Source: an optimization exercise on an open RTL-to-GDS flow (aim: small area, a short achievable clock period and few clock cycles). Production flows keep margins and buffers that such runs may drop.
RTL that was checked went through simulation tests only; none was proved equivalent to the original.
Only the layout flow was run in runs 4 and 5; the RTL was not checked for function there.
Power is estimated from default activity; no workload was simulated.

<file path="flow/config.mk">
export PLATFORM = sky130hd
export DESIGN_NAME = note_ring_led_pulse_encoder
export DESIGN_NICKNAME = note_ring_led_pulse_encoder
export VERILOG_FILES = /design/flow/design.v
export SDC_FILE = /design/flow/constraint.sdc
export NUM_CORES = 4
export LEC_CHECK = 0
export ABC_AREA = 1
export CAP_MARGIN = 20
export CORE_MARGIN = 2
export CORE_UTILIZATION = 40
export SLEW_MARGIN = 20
</file>
<file path="flow/constraint.sdc">
create_clock -name core_clock -period 7.5 [get_ports {clk}]
set_input_delay 1.5000 -clock core_clock [delete_from_list [all_inputs] [get_ports {clk}]]
set_output_delay 1.5000 -clock core_clock [all_outputs]
set_load 0.01 [all_outputs]
</file>
<file path="flow/design.v">
module nrle_lane (
  input  logic [3:0] code,
  input  logic [1:0] ch,       
  input  logic [6:0] bright,   
  output logic [6:0] level
);
  function automatic logic [38:0] nrle_kpal(input logic [3:0] c);
    logic [38:0] p;
    case (c)
      4'd1:    p = {13'd0,    13'd4096, 13'd0};
      4'd2:    p = {13'd410,  13'd3687, 13'd0};
      4'd3:    p = {13'd1229, 13'd2868, 13'd0};
      4'd4:    p = {13'd1024, 13'd2663, 13'd410};
      4'd5:    p = {13'd1352, 13'd1352, 13'd1352};
      4'd6:    p = {13'd4096, 13'd0,    13'd0};
      4'd7:    p = {13'd3277, 13'd615,  13'd615};
      4'd8:    p = {13'd1926, 13'd328,  13'd1803};
      4'd9:    p = {13'd328,  13'd287,  13'd3482};
      4'd10:   p = {13'd0,    13'd0,    13'd4096};
      4'd11:   p = {13'd0,    13'd2048, 13'd2048};
      4'd12:   p = {13'd0,    13'd3482, 13'd615};
      default: p = {13'd0,    13'd0,    13'd0};
    endcase
    nrle_kpal = p;
  endfunction
  logic [38:0] kp;
  logic [12:0] k;
  logic [18:0] q;
  assign kp = nrle_kpal(code);
  always_comb begin
    case (ch)
      2'd0:    k = kp[38:26];
      2'd1:    k = kp[25:13];
      default: k = kp[12:0];
    endcase
  end
  assign q     = k[11:0] * bright;
  assign level = k[12] ? bright : q[18:12];
endmodule
module nrle_merge (
  input  logic [15:0] codes,    
  output logic [15:0] slots,
  output logic [1:0]  nm1
);
  logic [2:0] cnt;
  always_comb begin
    cnt   = '0;
    slots = '0;
    for (int k = 0; k < 4; k++) begin
      if (codes[4*k +: 4] != 4'd0 && codes[4*k +: 4] <= 4'd12) begin
        slots[4*cnt[1:0] +: 4] = codes[4*k +: 4];
        cnt = cnt + 3'd1;
      end
    end
    nm1 = (cnt == 3'd0) ? 2'd0 : 2'(cnt - 3'd1);
  end
endmodule
module nrle_emit (
  input  logic        clk,
  input  logic        rst_n,
  input  logic        load,       
  input  logic [15:0] slots_in,
  input  logic [1:0]  nm1_in,
  input  logic [6:0]  bright_in,
  output logic        busy,
  output logic        at_last,
  output logic        adv,
  input  logic        res_ready,
  output logic        res_valid,
  output logic [3:0]  res_led_index,
  output logic [1:0]  res_color_channel,
  output logic [6:0]  res_level,
  output logic        res_last
);
  logic        busy_r;
  logic [3:0]  led_r;
  logic [1:0]  ch_r;
  logic [15:0] slots_r;
  logic [1:0]  nm1_r;
  logic [6:0]  br_r;
  logic [1:0]  seg;
  logic [3:0]  code;
  logic [6:0]  level;
  logic        issue;
  logic        vld_r, last_r;
  logic [3:0]  ri_r;
  logic [1:0]  rc_r;
  logic [6:0]  rl_r;
  always_comb begin
    case (nm1_r)
      2'd0:    seg = 2'd0;
      2'd1:    seg = (led_r >= 4'd6) ? 2'd1 : 2'd0;
      2'd2:    seg = led_r[3:2];
      default: seg = (led_r >= 4'd9) ? 2'd3 : (led_r >= 4'd6) ? 2'd2 :
                     (led_r >= 4'd3) ? 2'd1 : 2'd0;
    endcase
  end
  assign code = slots_r[4*seg +: 4];
  nrle_lane u_lane (
    .code   (code),
    .ch     (ch_r),
    .bright (br_r),
    .level  (level)
  );
  assign adv     = !vld_r || res_ready;
  assign issue   = busy_r && adv;
  assign at_last = (led_r == 4'd11) && (ch_r == 2'd2);
  assign busy    = busy_r;
  always_ff @(posedge clk) begin
    if (!rst_n) begin
      busy_r <= 1'b0;
      vld_r  <= 1'b0;
    end else begin
      if (load) begin
        busy_r <= 1'b1;
      end else if (issue && at_last) begin
        busy_r <= 1'b0;
      end
      if (adv) begin
        vld_r <= busy_r;
      end
    end
  end
  always_ff @(posedge clk) begin
    if (load) begin
      slots_r <= slots_in;
      nm1_r   <= nm1_in;
      br_r    <= bright_in;
      led_r   <= 4'd0;
      ch_r    <= 2'd0;
    end else if (issue) begin
      if (ch_r == 2'd2) begin
        ch_r  <= 2'd0;
        led_r <= led_r + 4'd1;
      end else begin
        ch_r  <= ch_r + 2'd1;
      end
    end
    if (issue) begin
      ri_r   <= led_r;
      rc_r   <= ch_r;
      rl_r   <= level;
      last_r <= at_last;
    end
  end
  assign res_valid         = vld_r;
  assign res_led_index     = ri_r;
  assign res_color_channel = rc_r;
  assign res_level         = rl_r;
  assign res_last          = last_r;
endmodule
module note_ring_led_pulse_encoder (
  input  logic        clk,
  input  logic        rst_n,
  input  logic        in_valid,
  output logic        in_ready,
  input  logic [3:0]  note_first,
  input  logic [3:0]  note_second,
  input  logic [3:0]  note_third,
  input  logic [3:0]  note_fourth,
  output logic        out_valid,
  input  logic        out_ready,
  output logic [3:0]  out_led_index,
  output logic [1:0]  out_color_channel,
  output logic [6:0]  out_level,
  output logic [31:0] out_pulse_pattern,
  output logic        out_last,
  input  logic        cfg_we,
  input  logic [6:0]  cfg_wdata
);
  localparam logic [6:0] BRIGHT_MAX   = 7'd100;
  localparam logic [6:0] BRIGHT_RESET = 7'd10;
  logic [6:0]  bright_r;
  logic [15:0] slots;
  logic [1:0]  nm1;
  logic        busy, at_last, adv, load;
  always_ff @(posedge clk) begin
    if (!rst_n) begin
      bright_r <= BRIGHT_RESET;
    end else if (cfg_we) begin
      bright_r <= (cfg_wdata > BRIGHT_MAX) ? BRIGHT_MAX : cfg_wdata;
    end
  end
  assign in_ready = !busy || (at_last && adv);
  assign load     = rst_n && in_valid && in_ready;
  nrle_merge u_merge (
    .codes ({note_fourth, note_third, note_second, note_first}),
    .slots (slots),
    .nm1   (nm1)
  );
  nrle_emit u_emit (
    .clk               (clk),
    .rst_n             (rst_n),
    .load              (load),
    .slots_in          (slots),
    .nm1_in            (nm1),
    .bright_in         (bright_r),
    .busy              (busy),
    .at_last           (at_last),
    .adv               (adv),
    .res_ready         (out_ready),
    .res_valid         (out_valid),
    .res_led_index     (out_led_index),
    .res_color_channel (out_color_channel),
    .res_level         (out_level),
    .res_last          (out_last)
  );
  for (genvar k = 0; k < 8; k++) begin : g_pulse
    assign out_pulse_pattern[4*k +: 4] = {1'b1, (k < 7) ? out_level[k] : 1'b0, 2'b00};
  end
endmodule
</file>
<file path="flow/run.sh">
#!/bin/bash
# synth_recipe.tcl (not shown) runs the flow's synth.tcl, then flattens the netlist and writes it again
# the make line also repeats each setting of config.mk as NAME=value (left out here)
make -C /OpenROAD-flow-scripts/flow DESIGN_CONFIG=/design/flow/config.mk WORK_HOME=/design/flow/orfs CLKGATE_MAP_FILE= SYNTH_SCRIPT=/design/flow/synth_recipe.tcl finish
</file>
==> metrics.md, run 1 <==
| Metric | Value |
|---|---|
| Minimum clock period | 6940 ps |
| Slew Viols, Final | 0 |
| Cts bufs inserted | 5 |
| Crit path launch type | flip-flop |
| Top FF cell, synth | edfxtp_1 |
| Slew margin rel. | 49.1% |
| Status | timing/DRC/antenna clean |
| Worst Hold Path Cells | 0 |
| Final-report hold violation count | 0 |
| Power per cell area | 431 nW/um^2 |
| Peak supply drop | 0.257 mV |
| Post-CTS Setup Bufs | 0 |
| Yosys warns | 4 |
| Clock Latency Late Sink | 300 ps |
| Layout area overhead | 12.0% |
| Core ar. | 15,300 um^2 |
| Static leakage | 0.00351 uW |
| Vias | 5,350 |
| Die height | 129 um |
| Final setup viols | 0 |
| Drt initial violations | 235 |
| GR Overflow Total | 0 |
| # clock sinks | 54 |
| WP data arrival | 6990 ps |
| Crit path max fanout | 11 |
| DRC | 0 |
| Slowest-stage cell, CP | fa_1 |
| Starting Density | 41.1% |
| Fmax | 144 MHz |
| CTS max path bufs | 2 |
| Yosys reg bits | 54 |
| Setup TNS Final | 0 ps |
| Complex-gate fraction of the synthesized area | 10.8% |
| Util after Layout | 46.1% |
| Global-route wire length before repair | 24,300 um |
| Layout cells sized above 1 | 4.56% |
| CTS tree | yes |
| Post-DP HPWL | 12,000 um |
| Post-Synth Adder-Cell Area | 25.4% |
| Max layer used | met4 |
| Cell variety after synth | 49 |
| Tightest Hold Check Type | reg2reg |
| DIE AREA | 16,800 um^2 |
| Port bufs | 50 |
| Clock root cell | clkbuf_16 |
| Antenna cell count | 0 |
| Met3 WL | 766 um |
| Final nets | 1,004 |
| RePlAce Congestion | 0.929 |
| Pin count of the biggest net entering global routing | 23 |
| Number of global-route vias before repair | 4,992 |
| Io pins | 76 |
| Most used cell, CP | inv_1 |
| Sequential area share after synthesis | 23.4% |
| Max incr delay on CP | 540 ps |
| WL met1 | 7090 um |
| GRT Total Usage | 18.1% |
| Crit Path Class | reg2reg |
| Cell count after synthesis | 836 |
| Die Wd | 129 um |
| Met2 WL | 6370 um |
| H-tree Lvls | 2 |
| Standard-cell row count | 45 |
| Vias/cell | 4.91 |
| Crit path capture type | flip-flop |
| Synth Area in XOR/XNOR | 0.696% |
| First drt pass iteration count | 5 |
| Critical Path RT | 7550 ps |
| Post-DRT Antenna Nets | 0 |
| Tcrit/Tclk final | 92.5% |
| Worst-Margin Slew | 762 ps |
| Post-synthesis mux area share | 0.179% |
| CTS clock-pin slew for the worst setup and hold paths | 70 ps |
| RSZ-0062 raised after global routing | false |
| Initial antenna violation count | 0 |
| Skew final | 7.49 ps |
| Synth Cell Area | 6290 um^2 |
| Largest family of logic cells by synthesized area | simple AND/OR/NAND/NOR gates |
| Post-synthesis async set-or-reset flop share | 0% |
| Avg Synthesized Cell Area | 7.53 um^2 |
| Final WL | 14,500 um |
| Wirelength per Cell | 13.3 um |
| FF-to-FF path depth | 34 |
| Number of synthesized flops with an enable pin | 39 |
| Synth Area in Simple Gates | 25.6% |
| Max-cap violations | 0 |
sequential cells by signal, summed over array words and instances, names as in the netlist, 2 cells and up:
signal	count
u_emit.slots_r	16
bright_r	7
u_emit.br_r	7
u_emit.rl_r	7
u_emit.led_r	4
u_emit.ri_r	4
u_emit.ch_r	2
u_emit.nm1_r	2
u_emit.rc_r	2
path summary, 6_finish.rpt:
kind	startpoint	end	slack [ps]
max reg2reg	u_emit.led_r[0]	u_emit.rl_r[0]	560
max	u_emit.led_r[0]	u_emit.rl_r[0]	560
min	bright_r[4]	u_emit.br_r[4]	430
min reg2reg	bright_r[4]	u_emit.br_r[4]	430
cell usage after synthesis, types with 2 or more instances:
cell type | count | area, um^2
nor3_1 | 11 | 55.1
nand3_1 | 45 | 225
nand3_4 | 2 | 35.0
conb_1 | 2 | 7.51
nand3b_1 | 5 | 37.5
buf_2 | 2 | 10.0
edfxtp_1 | 39 | 1170
nand3_2 | 7 | 70.1
inv_1 | 151 | 567
o21ai_0 | 44 | 220
fa_1 | 48 | 961
or2_2 | 4 | 25.0
nand4_1 | 7 | 43.8
nor2_1 | 88 | 330
buf_1 | 2 | 7.51
clkbuf_1 | 4 | 15.0
inv_2 | 2 | 7.51
a31oi_1 | 2 | 12.5
buf_4 | 32 | 240
xor2_1 | 4 | 35.0
buf_6 | 2 | 22.5
nand2_1 | 182 | 683
nand2_4 | 4 | 45.0
o22ai_1 | 3 | 18.8
o21bai_1 | 3 | 22.5
a21o_1 | 2 | 15.0
a32oi_1 | 2 | 17.5
ha_1 | 51 | 638
nor4_1 | 3 | 18.8
dfxtp_1 | 15 | 300
nand2_2 | 3 | 18.8
o32ai_1 | 7 | 61.3
o21ai_1 | 7 | 35.0
a21oi_1 | 33 | 165
o21a_1 | 3 | 22.5
a22oi_1 | 2 | 15.0
through the flow:
step / power, uW / cells / setup slack [ps] / hold WS, ps / instance area [um^2]
finish: 3040 / 1089 / 562 / 430 / 7050
global route: 3500 / 1089 / 1.59 / 446 / 7050
CTS: 3050 / 1089 / 490 / 432 / 7030
detailed placement: 2790 / 1081 / 510 / 413 / 6880
global placement: 2790 / 1081 / 600 / 406 / 6880
floorplan: 2270 / 859 / 992 / 403 / 6380
critical path: cells and delay by family, from the launching register on:
| kind | cells | cell delay [ps] |
|---|---|---|
| compound gates | 8 | 1310 |
| fa+ha+maj | 7 | 2860 |
| buf+inv | 8 | 670 |
| simple gates | 11 | 1430 |
| flops | 1 | 410 |
report_power, final:
| group | switching [uW] | internal (uW) |
|---|---|---|
| logic | 1460 | 920 |
| clock network | 109 | 126 |
| registers | 28.0 | 405 |
| total | 1590 | 1450 |
cells by family after synthesis:
kind of cell / after synthesis
and+or+nand+nor: 364
other: 2
DFF: 54
adders and majority gates: 99
muxes: 1
AOI/OAI and AO/OA: 115
buffers and inverters: 196
xor gates and xnor gates: 5
layout by cell type, fill, tap and decap left out, types with 15 or more instances in the layout:
master,count
clkdlybuf4s50_1,50
nand2_1,182
edfxtp_1,39
o21ai_0,44
fa_1,48
inv_1,151
a21oi_1,33
ha_1,50
nor2_1,88
dfxtp_1,15
conb_1,25
nand3_1,45
area by class of cell:
type	instances	area, um^2
clock buffer	5	125
clock inverter	3	23.8
fill	1580	8260
inverter	154	578
multi-input combinational	609	4070
sequential	54	1470
tap	211	264
timing repair buffer	53	523
timing repair:
action | CTS | global route
setup endpoints to repair | 0 | 7
resized for setup | 0 | 3
hold buffers | 0 | 0
layer usage:
| metal | vias to the layer above | GRT usage (%) |
|---|---|---|
| met5 | - | 0 |
| met1 | 2485 | 27.1 |
| met2 | 153 | 27.7 |
| li1 | 2696 | - |
| met3 | 16 | 1.82 |
| met4 | 0 | 5.25 |
Testbench counts, summed over its fixed seeds: cycles 13,840.
==> run 2, diff against run 1 <==
--- a/flow/config.mk
+++ b/flow/config.mk
@@ -7,3 +7,2 @@
 export LEC_CHECK = 0
-export ABC_AREA = 1
 export CAP_MARGIN = 20
@@ -11,2 +10,3 @@
 export CORE_UTILIZATION = 40
+export SETUP_SLACK_MARGIN = 3.0
 export SLEW_MARGIN = 20
==> run 2 against run 1 <==
Net effect:
- sequential power down 1%
- cell area is 20% higher
- first-iteration DRC count grew 52%
- core utilization rose by 5.5 points
- clock power increased by 11%
- die area grew 5.3%
- wire length up 15%
- final cell count down 2.0%
- largest cell class unchanged
- largest power group unchanged
==> metrics.md, run 2 <==
| Metric | Value |
|---|---|
| Status | timing/DRC/antenna clean (unchanged) |
| Critical Path RT | 7550 ps (about the same) |
| First drt pass iteration count | 4 (was 5) |
| DRC | 0 (unchanged) |
| Slowest-stage cell, CP | fa_1 (unchanged) |
| Cell count after synthesis | 761 (was 836) |
| CTS max path bufs | 2 (unchanged) |
| Tightest Hold Check Type | reg2reg (unchanged) |
| Fmax | 142 MHz (was 144 MHz) |
| Number of synthesized flops with an enable pin | 39 (unchanged) |
| RePlAce Congestion | 0.880 (was 0.929) |
| Util after Layout | 51.6% (was 46.1%) |
| Drt initial violations | 358 (was 235) |
| Minimum clock period | 7040 ps (was 6940 ps) |
| Critical path endpoint | u_emit.rl_r[5] (was u_emit.rl_r[0]) |
| Crit path max fanout | 5 (was 11) |
| Sequential area share after synthesis | 22.2% (was 23.4%) |
| H-tree Lvls | 2 (unchanged) |
| Skew final | 11.3 ps (was 7.49 ps) |
| Worst-Margin Slew | 844 ps (was 762 ps) |
| Power per cell area | 319 nW/um^2 (was 431 nW/um^2) |
| Synth top area cells | edfxtp_1, fa_1, ha_1 (was edfxtp_1, fa_1, nand2_1) |
| Antenna cell count | 0 (unchanged) |
| DIE AREA | 17,600 um^2 (was 16,800 um^2) |
| Cts bufs inserted | 5 (unchanged) |
| Crit Path Class | reg2reg (unchanged) |
| FF-to-FF path depth | 32 (was 34) |
| Top FF cell, synth | edfxtp_1 (unchanged) |
| Core ar. | 16,400 um^2 (was 15,300 um^2) |
| Die height | 133 um (was 129 um) |
| Most used cell, CP | fa_1 (was inv_1) |
| R2R Setup Slk | 460 ps (was 560 ps) |
| Top cells by instance count after synthesis | nand2_1, inv_1, ha_1 (was nand2_1, inv_1, nor2_1) |
| Cell variety after synth | 88 (was 49) |
| Count leader, synth | nand2_1 (unchanged) |
| Layout cells sized above 1 | 24.1% (was 4.56%) |
| GRT Total Usage | 18.9% (was 18.1%) |
| Peak supply drop | 0.236 mV (was 0.257 mV) |
| Most common cell after layout, fill and taps aside | nand2_1 (unchanged) |
| Global-route wire length before repair | 27,500 um (was 24,300 um) |
| Vias/cell | 5.30 (was 4.91) |
| Die Wd | 133 um (was 129 um) |
| Slew Viols, Final | 0 (unchanged) |
| Reg2reg start | u_emit.led_r[0] (unchanged) |
| Initial antenna violation count | 0 (unchanged) |
| Number of global-route vias before repair | 5,607 (was 4,992) |
| Crit path capture type | flip-flop (unchanged) |
| Max-cap violations | 0 (unchanged) |
| Clock root cell | clkbuf_16 (unchanged) |
| Top reg by flops | u_emit.slots_r (unchanged) |
| Crit. Startpoint | u_emit.led_r[0] (unchanged) |
| Io pins | 76 (unchanged) |
| Synth Cell Area | 6640 um^2 (was 6290 um^2) |
| Yosys reg bits | 54 (unchanged) |
| Slew margin rel. | 43.7% (was 49.1%) |
| Standard-cell row count | 47 (was 45) |
| GR Overflow Total | 0 (unchanged) |
| Static leakage | 0.00360 uW (was 0.00351 uW) |
| Starting Density | 40.5% (was 41.1%) |
| Top cell type's share of synthesized area | 17.6% (was 18.6%) |
| Pin count of the biggest net entering global routing | 32 (was 23) |
| Post-DP HPWL | 12,400 um (was 12,000 um) |
| Layout fillers | 1,522 (was 1,580) |
| Yosys warns | 4 (unchanged) |
| WP data arrival | 7090 ps (was 6990 ps) |
| Vias | 5,654 (was 5,350) |
| Tcrit/Tclk final | 93.8% (was 92.5%) |
| Clock Latency Late Sink | 290 ps (was 300 ps) |
| # clock sinks | 54 (unchanged) |
| Setup TNS Final | 0 ps (unchanged) |
| Total power | 2700 uW (was 3040 uW) |
| Cell Area, Placed | 7490 um^2 (was 6880 um^2) |
| Final-report hold violation count | 0 (unchanged) |
| Final setup viols | 0 (unchanged) |
| Wirelength per Cell | 15.5 um (was 13.3 um) |
| Commonest non-fill, non-tap cells in the layout | nand2_1, inv_1, buf_4 (was nand2_1, inv_1, nor2_1) |
| Avg Synthesized Cell Area | 8.72 um^2 (was 7.53 um^2) |
| Final nets | 973 (was 1,004) |
| Yosys top cell by area | edfxtp_1 (unchanged) |
| CTS clock-pin slew for the worst setup and hold paths | 70 ps (about the same) |
| Crit path launch type | flip-flop (unchanged) |
| Max reg flops | 16 (unchanged) |
| CTS tree | yes (unchanged) |
| Layout area overhead | 27.4% (was 12.0%) |
| Design area | 8460 um^2 (was 7050 um^2) |
| RSZ-0062 raised after global routing | true (was false) |
| Post-synthesis async set-or-reset flop share | 0% (unchanged) |
| FF-to-FF End | u_emit.rl_r[5] (was u_emit.rl_r[0]) |
| Port bufs | 50 (unchanged) |
| Max incr delay on CP | 510 ps (was 540 ps) |
| Final WL | 16,600 um (was 14,500 um) |
| Post-DRT Antenna Nets | 0 (unchanged) |
==> run 2: worst max-delay path, delay by kind of cell, from the launching register on <==
family | cells | cell delay [ps]
and+or+nand+nor | 6 | 800
DFF | 1 | 370
buffers and inverters | 6 | 390
muxes | 3 | 950
adders and majority gates | 7 | 2630
AOI/OAI and AO/OA | 10 | 1670
==> run 2: layer usage <==
layer	routed length [um]	GRT usage (%)	vias up
met5	0	0	-
li1	-	-	2715
met3	659	1.34	15
met4	251	4.96	0
met2	8140	32.2	157
met1	7540	26.3	2767
==> run 2: worst min path at each step <==
stage | to | cells past startpoint | start
2_1_floorplan | u_emit.br_r[0] | 0 | bright_r[0]
3_3_place_gp | u_emit.br_r[4] | 0 | bright_r[4]
3_5_place_dp | u_emit.br_r[4] | 0 | bright_r[4]
4_1_cts | u_emit.br_r[4] | 0 | bright_r[4]
5_1_grt | u_emit.br_r[4] | 0 | bright_r[4]
6_report | u_emit.br_r[4] | 0 | bright_r[4]
==> run 2: stage by stage <==
stage / setup slack (ps) / hold slack (ps) / std cells
after floorplan: 499 / 401 / 784
after global routing: 238 / 451 / 1067
after global placement: 124 / 414 / 1014
after detailed placement: 68.6 / 423 / 1014
after CTS: 478 / 442 / 1056
final: 464 / 436 / 1067
==> run 2: where the power goes <==
group          internal (uW)  switching [uW]  leakage (uW)
Clock                    158             104     0.0000771
Sequential               387            40.5      0.000496
Combinational            943            1070       0.00302
==> run 2: logic make-up after synthesis <==
logic type | Yosys count | synth area share (%)
and+or+nand+nor | 265 | 19.9
other | 2 | 0.113
DFF | 54 | 22.2
adders and majority gates | 99 | 24.1
buffers and inverters | 144 | 10.6
AOI/OAI and AO/OA | 157 | 16.6
muxes | 30 | 5.15
xor gates and xnor gates | 10 | 1.32
==> run 2: what timing repair did <==
action	CTS	global route
pin swaps	37	37
hold buffers	0	0
endpoints found under the hold margin	0	0
gates cloned	0	0
setup endpoints to repair	8	18
setup buffers	34	11
resized for setup	43	54
==> run 2: area by class of cell <==
cell class	count	area (um^2)	area share (%)
Sequential cell	54	1480	17.5
Timing Repair Buffer	111	1020	12.1
Tap cell	220	275	3.25
Clock inverter	2	37.5	0.444
Inverter	88	338	3.99
Multi-Input combinational cell	586	5180	61.2
Clock buffer	6	129	1.52
==> run 3, diff against run 2 <==
--- a/flow/config.mk
+++ b/flow/config.mk
@@ -10,3 +10,2 @@
 export CORE_UTILIZATION = 40
-export SETUP_SLACK_MARGIN = 3.0
 export SLEW_MARGIN = 20
==> run 3 against run 2 <==
Net effect:
- clock-buffer cell count unchanged
- critical path type unchanged
- worst hold slack worse by 3.2 ps
- clock skew about the same
- sequential power down 3%
- cell area down 7.9%
==> metrics.md, run 3 <==
| Metric | Value |
|---|---|
| Status | timing/DRC/antenna clean (unchanged) |
| Initial antenna violation count | 0 (unchanged) |
| Static leakage | 0.00343 uW (was 0.00360 uW) |
| Crit. Startpoint | u_emit.led_r[0] (unchanged) |
| Critical path endpoint | u_emit.rl_r[5] (unchanged) |
| Crit path launch type | flip-flop (unchanged) |
| Yosys top cell by area | edfxtp_1 (unchanged) |
| Post-DRT Antenna Nets | 0 (unchanged) |
| Vias/cell | 5.18 (was 5.30) |
| Hold slack | 433 ps (was 436 ps) |
| Max incr delay on CP | 540 ps (was 510 ps) |
| Net Sw Frac | 46.2% (was 44.9%) |
| Synth top area cells | edfxtp_1, fa_1, ha_1 (unchanged) |
| Register share of total power | 17.2% (was 15.8%) |
| Slew margin rel. | 50.0% (was 43.7%) |
| Antenna cell count | 0 (unchanged) |
| Reg2reg start | u_emit.led_r[0] (unchanged) |
| Core ar. | 16,400 um^2 (unchanged) |
| Final setup margin | 349 ps (was 464 ps) |
| RePlAce Congestion | 0.856 (was 0.880) |
| Io pins | 76 (unchanged) |
| Standard-cell row count | 47 (unchanged) |
| Design area | 7790 um^2 (was 8460 um^2) |
| Starting Density | 40.5% (unchanged) |
| Wirelength per Cell | 14.7 um (was 15.5 um) |
| Power per cell area | 309 nW/um^2 (was 319 nW/um^2) |
| Pin count of the biggest net entering global routing | 32 (unchanged) |
| Clock root cell | clkbuf_16 (unchanged) |
| Layout cells sized above 1 | 14.4% (was 24.1%) |
| Reg area | 1470 um^2 (was 1480 um^2) |
| Tightest Hold Check Type | reg2reg (unchanged) |
| Worst Hold Path Cells | 0 (unchanged) |
| Top cell type's share of synthesized area | 17.6% (unchanged) |
| First drt pass iteration count | 5 (was 4) |
| Drt initial violations | 354 (was 358) |
| Final nets | 955 (was 973) |
| Max reg flops | 16 (unchanged) |
| Most common cell after layout, fill and taps aside | nand2_1 (unchanged) |
| Tcrit/Tclk final | 95.3% (was 93.8%) |
| Fmax | 140 MHz (was 142 MHz) |
| Final setup viols | 0 (unchanged) |
| Port bufs | 50 (unchanged) |
| GRT Total Usage | 17.8% (was 18.9%) |
| Top FF cell, synth | edfxtp_1 (unchanged) |
| DIE AREA | 17,600 um^2 (unchanged) |
| Clock network fraction of total power | 10.1% (was 9.7%) |
| CTS hold repair buffers | 0 (unchanged) |
| Number of synthesized flops with an enable pin | 39 (unchanged) |
| Peak supply drop | 0.164 mV (was 0.236 mV) |
| Top cells by instance count after synthesis | nand2_1, inv_1, ha_1 (unchanged) |
| # clock sinks | 54 (unchanged) |
| Slew Viols, Final | 0 (unchanged) |
| CTS clock-pin slew for the worst setup and hold paths | 80 ps (was 70 ps) |
| Number of global-route vias before repair | 5,150 (was 5,607) |
| R2R Setup Slk | 350 ps (was 460 ps) |
| Slowest-stage cell, CP | fa_1 (unchanged) |
| Die height | 133 um (unchanged) |
| Crit path max fanout | 4 (was 5) |
| Comb power frac | 72.7% (was 74.4%) |
| Sequential area share after synthesis | 22.2% (unchanged) |
| Crit path capture type | flip-flop (unchanged) |
| Synth Cell Area | 6640 um^2 (unchanged) |
| Minimum clock period | 7150 ps (was 7040 ps) |
| Sw Pwr | 1110 uW (was 1210 uW) |
| Die Wd | 133 um (unchanged) |
| Area of the multi-input gates | 4740 um^2 (was 5180 um^2) |
| Critical Path RT | 7570 ps (was 7550 ps) |
| Post-DP HPWL | 12,200 um (was 12,400 um) |
| Cell count after synthesis | 761 (unchanged) |
| DRC | 0 (unchanged) |
| Global-route wire length before repair | 25,500 um (was 27,500 um) |
| Count leader, synth | nand2_1 (unchanged) |
| Final-report hold violation count | 0 (unchanged) |
| Cell Area, Placed | 7440 um^2 (was 7490 um^2) |
| Max-cap violations | 0 (unchanged) |
| Cts bufs inserted | 5 (unchanged) |
| Final WL | 15,500 um (was 16,600 um) |
| Worst-Margin Slew | 749 ps (was 844 ps) |
| Cell variety after synth | 88 (unchanged) |
| Clock Latency Late Sink | 310 ps (was 290 ps) |
| FF-to-FF End | u_emit.rl_r[5] (unchanged) |
| Place WS | 1.94 ps (was 68.6 ps) |
| FF-to-FF path depth | 29 (was 32) |
| Yosys warns | 4 (unchanged) |
| Skew final | 11.7 ps (was 11.3 ps) |
| CTS tree | yes (unchanged) |
| GR Overflow Total | 0 (unchanged) |
| H-tree Lvls | 2 (unchanged) |
| WP data arrival | 7220 ps (was 7090 ps) |
| Yosys reg bits | 54 (unchanged) |
| Crit Path Class | reg2reg (unchanged) |
| Vias | 5,434 (was 5,654) |
| Commonest non-fill, non-tap cells in the layout | nand2_1, inv_1, clkdlybuf4s50_1 (was nand2_1, inv_1, buf_4) |
| Internal power | 1290 uW (was 1490 uW) |
| Post-synthesis async set-or-reset flop share | 0% (unchanged) |
| Avg Synthesized Cell Area | 8.72 um^2 (unchanged) |
| Layout fillers | 1,575 (was 1,522) |
| Layout area overhead | 17.3% (was 27.4%) |
| Top reg by flops | u_emit.slots_r (unchanged) |
| Total power | 2400 uW (was 2700 uW) |
| CTS max path bufs | 2 (unchanged) |
-- run 3: worst min path at each step --
stage	end	slack, ps	startpoint
after floorplan	u_emit.br_r[0]	400	bright_r[0]
after global routing	u_emit.br_r[4]	450	bright_r[4]
after CTS	u_emit.br_r[2]	440	bright_r[2]
after global placement	u_emit.br_r[4]	410	bright_r[4]
final	u_emit.br_r[6]	430	bright_r[6]
after detailed placement	u_emit.br_r[0]	420	bright_r[0]
-- run 3: final cells by class --
| type | instances | share of cell area [%] |
|---|---|---|
| clock buffers | 6 | 1.65 |
| repair buffers | 93 | 10.6 |
| well taps | 220 | 3.53 |
| inverters | 88 | 4.24 |
| multi-input cells | 586 | 60.9 |
| clock inverters | 2 | 0.225 |
| flip-flops and latches | 54 | 18.9 |
-- run 3: power by group through the flow --
| stage | clock network, uW | logic (uW) | registers, uW |
|---|---|---|---|
| 3_3_place_gp | 0 | 1630 | 419 |
| 3_5_place_dp | 0 | 1640 | 420 |
| 5_1_grt | 262 | 2010 | 419 |
| 2_1_floorplan | 0 | 1250 | 420 |
| 4_1_cts | 253 | 1660 | 414 |
| 6_report | 243 | 1750 | 414 |
-- run 3: repair_timing --
item	in CTS	in global routing
gates resized for setup	1	38
pin swaps	0	17
endpoints found under the setup margin	1	7
hold endpoints to repair	0	0
setup buffers	0	8
-- run 3: logic make-up (layout without fill, tap and decap cells) --
kind of cell             after synthesis  in the layout  share of synthesized area [%]
XOR/XNOR                              10             10                           1.32
buffers and inverters                144            189                           10.6
flip-flops                            54             54                           22.2
AO/OA/AOI/OAI                        157            157                           16.6
AND/OR/NAND/NOR                      265            265                           19.9
adder cells (fa/ha/maj)               99             99                           24.1
multiplexers                          30             30                           5.15
other                                  2             25                          0.113
-- run 3: worst max-delay path: cells and delay by family, from the launching register on --
family                     cells  cell delay [ps]
adders and majority gates      7             2770
AOI/OAI and AO/OA              7             1690
and+or+nand+nor                8             1270
muxes                          2              470
buffers and inverters          5              380
DFF                            1              320
-- run 3: stage by stage --
| step | util, % | TNS, ps | cells |
|---|---|---|---|
| detailed placement | 45.4 | 0 | 1034 |
| global placement | 45.4 | 0 | 1034 |
| floorplan | - | 0 | 784 |
| CTS | 46.3 | 0 | 1042 |
| global route | 47.5 | -32.6 | 1049 |
| finish | 47.5 | 0 | 1049 |
-- run 3: routing by layer --
metal / track usage, % / wire length (um)
met4: 4.66 / 239
met5: 0 / 0
met2: 27.7 / 6890
met1: 26.4 / 7560
met3: 1.76 / 760
==> run 4, diff against run 3 <==
--- a/flow/design.v
+++ b/flow/design.v
@@ -1,37 +1,44 @@
+module nrle_kpal (
+  input  logic [3:0]  code,
+  input  logic [1:0]  ch,
+  output logic [12:0] k
+);
+  always_comb begin
+    case ({code, ch})
+      {4'd1,  2'd1}: k = 13'd4096;
+      {4'd2,  2'd0}: k = 13'd410;
+      {4'd2,  2'd1}: k = 13'd3687;
+      {4'd3,  2'd0}: k = 13'd1229;
+      {4'd3,  2'd1}: k = 13'd2868;
+      {4'd4,  2'd0}: k = 13'd1024;
+      {4'd4,  2'd1}: k = 13'd2663;
+      {4'd4,  2'd2}: k = 13'd410;
+      {4'd5,  2'd0}: k = 13'd1352;
+      {4'd5,  2'd1}: k = 13'd1352;
+      {4'd5,  2'd2}: k = 13'd1352;
+      {4'd6,  2'd0}: k = 13'd4096;
+      {4'd7,  2'd0}: k = 13'd3277;
+      {4'd7,  2'd1}: k = 13'd615;
+      {4'd7,  2'd2}: k = 13'd615;
+      {4'd8,  2'd0}: k = 13'd1926;
+      {4'd8,  2'd1}: k = 13'd328;
+      {4'd8,  2'd2}: k = 13'd1803;
+      {4'd9,  2'd0}: k = 13'd328;
+      {4'd9,  2'd1}: k = 13'd287;
+      {4'd9,  2'd2}: k = 13'd3482;
+      {4'd10, 2'd2}: k = 13'd4096;
+      {4'd11, 2'd1}: k = 13'd2048;
+      {4'd11, 2'd2}: k = 13'd2048;
+      {4'd12, 2'd1}: k = 13'd3482;
+      {4'd12, 2'd2}: k = 13'd615;
+      default:       k = 13'd0;
+    endcase
+  end
+endmodule
 module nrle_lane (
-  input  logic [3:0] code,
-  input  logic [1:0] ch,       
-  input  logic [6:0] bright,   
-  output logic [6:0] level
-);
-  function automatic logic [38:0] nrle_kpal(input logic [3:0] c);
-    logic [38:0] p;
-    case (c)
-      4'd1:    p = {13'd0,    13'd4096, 13'd0};
-      4'd2:    p = {13'd410,  13'd3687, 13'd0};
-      4'd3:    p = {13'd1229, 13'd2868, 13'd0};
-      4'd4:    p = {13'd1024, 13'd2663, 13'd410};
-      4'd5:    p = {13'd1352, 13'd1352, 13'd1352};
-      4'd6:    p = {13'd4096, 13'd0,    13'd0};
-      4'd7:    p = {13'd3277, 13'd615,  13'd615};
-      4'd8:    p = {13'd1926, 13'd328,  13'd1803};
-      4'd9:    p = {13'd328,  13'd287,  13'd3482};
-      4'd10:   p = {13'd0,    13'd0,    13'd4096};
-      4'd11:   p = {13'd0,    13'd2048, 13'd2048};
-      4'd12:   p = {13'd0,    13'd3482, 13'd615};
-      default: p = {13'd0,    13'd0,    13'd0};
-    endcase
-    nrle_kpal = p;
-  endfunction
-  logic [38:0] kp;
-  logic [12:0] k;
+  input  logic [12:0] k,
+  input  logic [6:0]  bright,   
+  output logic [6:0]  level
+);
   logic [18:0] q;
-  assign kp = nrle_kpal(code);
-  always_comb begin
-    case (ch)
-      2'd0:    k = kp[38:26];
-      2'd1:    k = kp[25:13];
-      default: k = kp[12:0];
-    endcase
-  end
   assign q     = k[11:0] * bright;
@@ -77,2 +84,3 @@
   logic [1:0]  ch_r;
+  logic [12:0] k_r;
   logic [15:0] slots_r;
@@ -80,6 +88,7 @@
   logic [6:0]  br_r;
-  logic [1:0]  seg;
-  logic [3:0]  code;
+  logic        step, seg_end;
+  logic [1:0]  ch_nxt;
+  logic [3:0]  code_nxt, code_ld;
+  logic [12:0] k_nxt, k_ld;
   logic [6:0]  level;
-  logic        issue;
   logic        vld_r, last_r;
@@ -90,13 +99,23 @@
     case (nm1_r)
-      2'd0:    seg = 2'd0;
-      2'd1:    seg = (led_r >= 4'd6) ? 2'd1 : 2'd0;
-      2'd2:    seg = led_r[3:2];
-      default: seg = (led_r >= 4'd9) ? 2'd3 : (led_r >= 4'd6) ? 2'd2 :
-                     (led_r >= 4'd3) ? 2'd1 : 2'd0;
+      2'd0:    seg_end = 1'b0;
+      2'd1:    seg_end = (led_r == 4'd5);
+      2'd2:    seg_end = (led_r == 4'd3) || (led_r == 4'd7);
+      default: seg_end = (led_r == 4'd2) || (led_r == 4'd5) || (led_r == 4'd8);
     endcase
   end
-  assign code = slots_r[4*seg +: 4];
+  assign ch_nxt   = (ch_r == 2'd2) ? 2'd0 : ch_r + 2'd1;
+  assign step     = (ch_r == 2'd2) && seg_end;
+  assign code_nxt = step ? slots_r[7:4] : slots_r[3:0];
+  nrle_kpal u_knxt (
+    .code (code_nxt),
+    .ch   (ch_nxt),
+    .k    (k_nxt)
+  );
+  nrle_kpal u_kld (
+    .code (slots_in[3:0]),
+    .ch   (2'd0),
+    .k    (k_ld)
+  );
   nrle_lane u_lane (
-    .code   (code),
-    .ch     (ch_r),
+    .k      (k_r),
     .bright (br_r),
@@ -105,3 +124,2 @@
   assign adv     = !vld_r || res_ready;
-  assign issue   = busy_r && adv;
   assign at_last = (led_r == 4'd11) && (ch_r == 2'd2);
@@ -115,3 +133,3 @@
         busy_r <= 1'b1;
-      end else if (issue && at_last) begin
+      end else if (adv && at_last) begin
         busy_r <= 1'b0;
@@ -130,11 +148,14 @@
       ch_r    <= 2'd0;
-    end else if (issue) begin
+      k_r     <= k_ld;
+    end else if (busy_r && adv) begin
+      ch_r <= ch_nxt;
+      k_r  <= k_nxt;
       if (ch_r == 2'd2) begin
-        ch_r  <= 2'd0;
         led_r <= led_r + 4'd1;
-      end else begin
-        ch_r  <= ch_r + 2'd1;
-      end
-    end
-    if (issue) begin
+      end
+      if (step) begin
+        slots_r <= {4'd0, slots_r[15:4]};
+      end
+    end
+    if (busy_r && adv) begin
       ri_r   <= led_r;
==> run 4 against run 3 <==
Net effect:
- critical path depth down 14
- critical endpoint is now u_emit.k_r[8]
- highest routed layer unchanged
- final cell count down 1.9%
- worst hold slack worse by 4.6 ps
- die area up 4.4%
- sequential share of layout area up 5.1 points
- critical path type is now in2reg
- synthesized cell count up 2.2%
- first-iteration DRC count up 8.2%
- area after synthesis up 4.5%
- clock-buffer cell count up 8
- core utilization down 2.2 points
==> metrics.md, run 4 <==
| Metric | Value |
|---|---|
| Power per cell area | 221 nW/um^2 (was 309 nW/um^2) |
| Design area | 7760 um^2 (was 7790 um^2) |
| H-tree Lvls | 3 (was 2) |
| FF-to-FF End | u_emit.rl_r[6] (was u_emit.rl_r[5]) |
| GRT Total Usage | 17.4% (was 17.8%) |
| FF-to-FF path depth | 17 (was 29) |
| Post-synthesis mux area share | 2.25% (was 5.15%) |
| Top FF cell, synth | edfxtp_1 (unchanged) |
| Die height | 136 um (was 133 um) |
| Peak supply drop | 0.130 mV (was 0.164 mV) |
| Crit path launch type | primary input (was flip-flop) |
| Complex-gate fraction of the synthesized area | 17.4% (was 16.6%) |
| WP data arrival | 5560 ps (was 7220 ps) |
| Post-synthesis async set-or-reset flop share | 0% (unchanged) |
| Vias | 5,380 (was 5,434) |
| Top cell type's share of synthesized area | 22.5% (was 17.6%) |
| Critical Path RT | 7590 ps (was 7570 ps) |
| Tightest Hold Check Type | reg2reg (unchanged) |
| Initial antenna violation count | 0 (unchanged) |
| Max-cap violations | 0 (unchanged) |
| Status | timing/DRC/antenna clean (unchanged) |
| Avg Synthesized Cell Area | 8.92 um^2 (was 8.72 um^2) |
| Cts bufs inserted | 9 (was 5) |
| DIE AREA | 18,400 um^2 (was 17,600 um^2) |
| Yosys top cell by area | edfxtp_1 (unchanged) |
| # clock sinks | 67 (was 54) |
| Standard-cell row count | 48 (was 47) |
| CTS clock-pin slew for the worst setup and hold paths | 60 ps (was 80 ps) |
| Number of gates resized after cts | 0 (was 1) |
| CTS max path bufs | 2 (unchanged) |
| CTS hold repair buffers | 0 (unchanged) |
| Cell count after synthesis | 778 (was 761) |
| Post-CTS Setup Bufs | 0 (unchanged) |
| Total power | 1710 uW (was 2400 uW) |
| Clock Latency Late Sink | 350 ps (was 310 ps) |
| Final WL | 15,400 um (was 15,500 um) |
| Antenna cell count | 0 (unchanged) |
| Yosys reg bits | 67 (was 54) |
| End of the worst hold path | u_emit.br_r[5] (was u_emit.br_r[6]) |
| Post-DP HPWL | 11,900 um (was 12,200 um) |
| Synth Area in Simple Gates | 19.4% (was 19.9%) |
| Hold Startpoint | bright_r[5] (was bright_r[6]) |
| Final-report hold violation count | 0 (unchanged) |
| Static leakage | 0.00335 uW (was 0.00343 uW) |
| Setup TNS Final | 0 ps (unchanged) |
| Starting Density | 40.5% (about the same) |
| First drt pass iteration count | 5 (unchanged) |
| Slowest-stage cell, CP | or4_4 (was fa_1) |
| Global-route wire length before repair | 25,100 um (was 25,500 um) |
| Layout cells sized above 1 | 6.34% (was 14.4%) |
| Max reg flops | 16 (unchanged) |
| Crit Path Class | in2reg (was reg2reg) |
| Biggest regs | u_emit.slots_r x16, u_emit.k_r x13 |
| R2R Setup Slk | 2330 ps (was 350 ps) |
| Top cells by instance count after synthesis | inv_1, nand2_1, and2_1, edfxtp_1, nor2_1 (was nand2_1, inv_1, ha_1) |
| Cell Area, Placed | 7440 um^2 (about the same) |
| Drt initial violations | 383 (was 354) |
| Yosys warns | 4 (unchanged) |
| Slew Viols, Final | 0 (unchanged) |
| Vias/cell | 5.23 (was 5.18) |
| Commonest non-fill, non-tap cells in the layout | inv_1, nand2_1, and2_1, edfxtp_1, clkdlybuf4s50_1 (was nand2_1, inv_1, clkdlybuf4s50_1) |
| Slew margin rel. | 41.3% (was 50.0%) |
| Top reg by flops | u_emit.slots_r (unchanged) |
| Number of synthesized flops with an enable pin | 52 (was 39) |
| Synth top area cells | edfxtp_1, fa_1, ha_1 (unchanged) |
| RePlAce Congestion | 0.903 (was 0.856) |
| Final nets | 921 (was 955) |
| Die Wd | 136 um (was 133 um) |
| DRC | 0 (unchanged) |
| Synth Area in XOR/XNOR | 1.62% (was 1.32%) |
| GR Overflow Total | 0 (unchanged) |
| RSZ-0062 raised after global routing | false |
| Number of global-route vias before repair | 5,113 (was 5,150) |
| Layout area overhead | 11.8% (was 17.3%) |
| Minimum clock period | 5470 ps (was 7150 ps) |
| Reg2reg start | u_emit.br_r[5] (was u_emit.led_r[0]) |
| Crit path max fanout | 12 (was 4) |
| Post-DRT Antenna Nets | 0 (unchanged) |
| Worst-Margin Slew | 880 ps (was 749 ps) |
| Post-Synth Adder-Cell Area | 22.1% (was 24.1%) |
| Max incr delay on CP | 590 ps (was 540 ps) |
| Io pins | 76 (unchanged) |
| Tcrit/Tclk final | 72.9% (was 95.3%) |
| Wirelength per Cell | 15.0 um (was 14.7 um) |
| Critical-path cell list | clkdlybuf4s50_1 > or4_4 > o21ai_4 > inv_1 > ha_1 > inv_1 > xnor2_2 > inv_2 > ha_1 > nand2_1 > a31oi_1 > a21o_1 > nor2_1 > a21o_1 > o32a_1 |
| Core ar. | 17,100 um^2 (was 16,400 um^2) |
| Clock root cell | clkbuf_16 (unchanged) |
| Sequential area share after synthesis | 26.8% (was 22.2%) |
| Crit path capture type | flip-flop (unchanged) |
| Pin count of the biggest net entering global routing | 30 (was 32) |
| Port bufs | 50 (unchanged) |
| Fmax | 183 MHz (was 140 MHz) |
| CTS tree | yes (unchanged) |
| Synth Cell Area | 6940 um^2 (was 6640 um^2) |
| Worst Hold Path Cells | 0 (unchanged) |
| Util after Layout | 45.3% (was 47.5%) |
| Largest family of logic cells by synthesized area | adder cells (unchanged) |
| Final setup viols | 0 (unchanged) |
| Cell variety after synth | 77 (was 88) |
| Skew final | 10.6 ps (was 11.7 ps) |
run 4: worst max path at each step:
stage | cells past startpoint | slack, ps | start | endpoint
3_5_place_dp | 15 | 1700 | note_first[3] | u_emit.k_r[8]
6_report | 15 | 2030 | note_first[3] | u_emit.k_r[8]
5_1_grt | 15 | 1680 | note_first[2] | u_emit.k_r[8]
2_1_floorplan | 15 | 2700 | note_first[2] | u_emit.k_r[8]
4_1_cts | 15 | 2060 | note_first[3] | u_emit.k_r[8]
3_3_place_gp | 15 | 1780 | note_first[3] | u_emit.k_r[8]
run 4: critical path, delay by kind of cell:
family	cells	cell delay, ps
buffers and inverters	4	860
and+or+nand+nor	3	980
xor gates and xnor gates	1	220
AOI/OAI and AO/OA	5	1130
adders and majority gates	2	860
run 4: metal layers:
| layer | global-route usage, % | vias to the layer above | wire length [um] | part of all wire [%] |
|---|---|---|---|---|
| li1 | - | 2655 | - | - |
| met1 | 21.5 | 2557 | 6860 | 44 |
| met2 | 29.1 | 140 | 7510 | 49 |
| met3 | 3.93 | 28 | 637 | 4.1 |
| met4 | 7.93 | 0 | 435 | 2.8 |
| met5 | 0 | - | 0 | 0 |
run 4: cell families (layout without fill, tap and decap cells):
| logic type | count (synthesis) | after routing |
|---|---|---|
| adder cells (fa/ha/maj) | 94 | 94 |
| AND/OR/NAND/NOR | 265 | 265 |
| AO/OA/AOI/OAI | 170 | 170 |
| multiplexers | 15 | 15 |
| other | 2 | 25 |
| XOR/XNOR | 12 | 12 |
| buffers and inverters | 153 | 156 |
| flip-flops | 67 | 67 |
run 4: metrics by stage:
| step | hold WS (ps) | worst slack, ps | std cells |
|---|---|---|---|
| 6_report | 428 | 2030 | 1029 |
| 5_1_grt | 446 | 1680 | 1029 |
| 4_1_cts | 432 | 2060 | 1029 |
| 3_5_place_dp | 417 | 1700 | 1013 |
| 3_3_place_gp | 415 | 1780 | 1013 |
| 2_1_floorplan | 401 | 2700 | 801 |
run 4: cell type report:
class | instances | area [um^2]
fill | 1699 | 9360
multi-input combinational | 581 | 4450
sequential | 67 | 1860
timing repair buffer | 54 | 531
inverter | 86 | 323
clock buffer | 14 | 297
tap | 225 | 282
clock inverter | 2 | 13.8
run 4: report_power, final:
group,total [uW],leakage (uW),internal [uW],switching [uW]
combinational,777,0.00258,345,432
sequential,502,0.000622,452,50.6
clock,435,0.000154,274,161
total,1710,0.00335,1070,644
==> run 5, diff against run 4 <==
--- a/flow/config.mk
+++ b/flow/config.mk
@@ -7,2 +7,3 @@
 export LEC_CHECK = 0
+export ABC_AREA = 1
 export CAP_MARGIN = 20
==> run 5 against run 4 <==
Net effect:
- die area increased by 3.0%
- power increased by 3.4%
- critical path depth increased by 9
- first-iteration DRC count increased by 11%
- clock skew decreased by 1.7 ps
- core utilization increased by 0.81 points
- worst hold slack improved by 4.9 ps
- wire length increased by 5.2%
- largest power group unchanged
- highest routed layer unchanged
==> metrics.md, run 5 <==
| Metric | Value |
|---|---|
| Status | timing/DRC/antenna clean (unchanged) |
| Max-cap violations | 0 (unchanged) |
| Post-DRT Antenna Nets | 0 (unchanged) |
| Setup TNS Final | 0 ps (unchanged) |
| Antenna cell count | 0 (unchanged) |
| Count leader, synth | nand2_1 |
| Yosys reg bits | 67 (unchanged) |
| Number of synthesized flops with an enable pin | 52 (unchanged) |
| Core ar. | 17,400 um^2 (was 17,100 um^2) |
| Peak supply drop | 0.117 mV (was 0.130 mV) |
| Synth Area in XOR/XNOR | 0.735% (was 1.62%) |
| CTS max path bufs | 2 (unchanged) |
| Fmax | 194 MHz (was 183 MHz) |
| Minimum clock period | 5170 ps (was 5470 ps) |
| Yosys top cell by area | edfxtp_1 (unchanged) |
| Number of global-route vias before repair | 5,736 (was 5,113) |
| Static leakage | 0.00439 uW (was 0.00335 uW) |
| Vias | 6,062 (was 5,380) |
| Layout fillers | 1,768 (was 1,699) |
| H-tree Lvls | 3 (unchanged) |
| Total power | 1770 uW (was 1710 uW) |
| Starting Density | 41.1% (was 40.5%) |
| Wirelength per Cell | 12.9 um (was 15.0 um) |
| Biggest regs | u_emit.slots_r x16, u_emit.k_r x13 (unchanged) |
| Clock Latency Late Sink | 350 ps (about the same) |
| Avg Synthesized Cell Area | 7.23 um^2 (was 8.92 um^2) |
| Pin count of the biggest net entering global routing | 31 (was 30) |
| Global-route wire length before repair | 27,600 um (was 25,100 um) |
| Final nets | 1,150 (was 921) |
| Top cell type's share of synthesized area | 21.8% (was 22.5%) |
| Final WL | 16,200 um (was 15,400 um) |
| Post-DP HPWL | 13,000 um (was 11,900 um) |
| RSZ-0062 raised after global routing | false (unchanged) |
| Crit Path Class | in2reg (unchanged) |
| RePlAce Congestion | 0.891 (was 0.903) |
| Max reg flops | 16 (unchanged) |
| Layout area overhead | 12.3% (was 11.8%) |
| Clock root cell | clkbuf_16 (unchanged) |
| Number of gates resized after cts | 0 (unchanged) |
| Layout cells sized above 1 | 5.13% (was 6.34%) |
| Vias/cell | 4.82 (was 5.23) |
| Die height | 138 um (was 136 um) |
| Synth Cell Area | 7150 um^2 (was 6940 um^2) |
| Slew Viols, Final | 0 (unchanged) |
| DRC | 0 (unchanged) |
| Crit path capture type | flip-flop (unchanged) |
| First drt pass iteration count | 7 (was 5) |
| Top FF cell, synth | edfxtp_1 (unchanged) |
| Io pins | 76 (unchanged) |
| Yosys warns | 4 (unchanged) |
| DIE AREA | 19,000 um^2 (was 18,400 um^2) |
| Crit path launch type | primary input (unchanged) |
| Die Wd | 138 um (was 136 um) |
| Post-CTS Setup Bufs | 0 (unchanged) |
| Port bufs | 50 (unchanged) |
| Final setup viols | 0 (unchanged) |
| Drt initial violations | 425 (was 383) |
| Critical Path RT | 7590 ps (about the same) |
| # clock sinks | 67 (unchanged) |
| Post-synthesis mux area share | 0.157% (was 2.25%) |
| WP data arrival | 5260 ps (was 5560 ps) |
| Synth top area cells | edfxtp_1, nand2_1, fa_1 (was edfxtp_1, fa_1, ha_1) |
| Most common cell after layout, fill and taps aside | nand2_1 |
| Worst-Margin Slew | 660 ps (was 880 ps) |
| Top cells by instance count after synthesis | nand2_1, inv_1, nor2_1 (was inv_1, nand2_1, and2_1, edfxtp_1, nor2_1) |
| Power per cell area | 221 nW/um^2 (about the same) |
| Slew margin rel. | 55.9% (was 41.3%) |
| Cell variety after synth | 40 (was 77) |
| Cts bufs inserted | 9 (unchanged) |
| Complex-gate fraction of the synthesized area | 7.42% (was 17.4%) |
| GR Overflow Total | 0 (unchanged) |
| CTS hold repair buffers | 0 (unchanged) |
| Final-report hold violation count | 0 (unchanged) |
| Sequential area share after synthesis | 26.0% (was 26.8%) |
| Standard-cell row count | 48 (unchanged) |
| Post-Synth Adder-Cell Area | 21.5% (was 22.1%) |
| Skew final | 8.88 ps (was 10.6 ps) |
| Crit path max fanout | 14 (was 12) |
| GRT Total Usage | 18.6% (was 17.4%) |
| Tightest Hold Check Type | reg2reg (unchanged) |
| CTS tree | yes (unchanged) |
| CTS clock-pin slew for the worst setup and hold paths | 50 ps (was 60 ps) |
| Initial antenna violation count | 0 (unchanged) |
| Tcrit/Tclk final | 68.9% (was 72.9%) |
| Synth Area in Simple Gates | 29.1% (was 19.4%) |
| Largest family of logic cells by synthesized area | simple AND/OR/NAND/NOR gates (was adder cells) |
| Cell count after synthesis | 989 (was 778) |
| Top reg by flops | u_emit.slots_r (unchanged) |
| Post-synthesis async set-or-reset flop share | 0% (unchanged) |
| Commonest non-fill, non-tap cells in the layout | nand2_1, inv_1, nor2_1 (was inv_1, nand2_1, and2_1, edfxtp_1, clkdlybuf4s50_1) |
[run 5: cell types whose count changed after synthesis, moves of 12 or more]
cell	previous run	this run
nand3_1	15	65
inv_1	84	196
nor2_1	49	72
nand2b_1	12	0
and2_1	52	0
clkbuf_1	26	9
nand2_1	84	291
[run 5: power breakdown]
group          internal [uW]  total (uW)  switching [uW]
combinational            317         851             534
sequential               443         481            38.0
clock                    278         441             163
[run 5: layer usage]
layer / part of all wire, % / routed length, um / track usage [%] / vias up
li1: - / - / - / 3102
met5: 0 / 0 / 0 / -
met1: 49 / 7980 / 25.8 / 2773
met4: 1.3 / 205 / 4.25 / 0
met3: 5.4 / 876 / 3.94 / 20
met2: 44 / 7180 / 29.7 / 167
[run 5: final timing paths]
kind,startpoint,endpoint,slack [ps],cells past startpoint
worst max-delay path,note_first[2],u_emit.k_r[10],2330,24
worst min-delay path,bright_r[0],u_emit.br_r[0],430,0
worst max register to register,u_emit.br_r[6],u_emit.rl_r[3],2770,19
worst min register to register,bright_r[0],u_emit.br_r[0],430,0
[run 5: stage by stage]
stage | setup slack [ps] | util (%) | cells | instance area, um^2 | hold WS (ps)
after floorplan | 3130 | - | 1012 | 7240 | 403
after global placement | 2160 | 44.3 | 1242 | 7720 | 414
after detailed placement | 2010 | 44.3 | 1242 | 7720 | 420
after CTS | 2380 | 46.1 | 1258 | 8030 | 434
after global routing | 1890 | 46.1 | 1258 | 8030 | 449
final | 2330 | 46.1 | 1258 | 8030 | 433
[run 5: cell families (layout without fill, tap and decap cells)]
family,Yosys count,after routing
other,2,25
buffers and inverters,248,269
AO/OA/AOI/OAI,95,95
flip-flops,67,67
XOR/XNOR,6,6
multiplexers,1,1
AND/OR/NAND/NOR,476,476
adder cells (fa/ha/maj),94,94
[run 5: final cells by class]
class                   count  area (um^2)  share of cell area [%]
flip-flops and latches     67         1860                    23.2
repair buffers             53          523                    6.51
inverters                 200          751                    9.35
multi-input cells         697         4300                    53.6
well taps                 225          282                    3.50
clock inverters             5         57.6                   0.717
clock buffers              11          254                    3.16
[run 5: critical path, stage by stage]
cell and delay [ps]:
clkdlybuf4s50_1 510, nand2_1 100, inv_1 60, nand2_1 40
nand2_1 150, inv_1 110, ha_1 350, inv_1 90
nand3_1 70, nand2_1 350, inv_1 150, ha_1 300
inv_1 110, nand3_1 130, nor2_1 150, nand2_1 110
nor2_1 170, inv_1 50, nand2_1 190, nor2_1 120
nand3_1 200, inv_1 60, nor2_1 100, nand2_1 50

-- separate check: timing with driven ports --
No port has a modelled driver above. Below, the same layouts with a new extraction and two added sets of constraints. Step 1, drivers: a clkbuf_16 drives clk and a buf_2 each remaining input, both assumed. Step 2 times the ports against the registers' clock, not the clock port: input delays grow and output delays shrink by t, the midpoint of the rising clock arrivals with the driver on. Slacks: ideal ports / drivers / drivers and shift; pairs: ideal ports / drivers.
run	shift t [ns]	setup slack, ns	worst setup path after step 2
run 1	0.330	0.562 / 0.562 / 0.562	register to register
run 2	0.329	0.464 / 0.464 / 0.464	register to register
run 3	0.338	0.349 / 0.349 / 0.349	register to register
run 4	0.383	2.032 / 2.050 / 1.668	input to register
run 5	0.378	2.335 / 2.344 / 1.966	input to register
After both steps setup and hold are still met in every run listed. The setup slack of run 5, which loses most, moves by +0.009 ns with the drivers and by -0.369 ns with both steps.
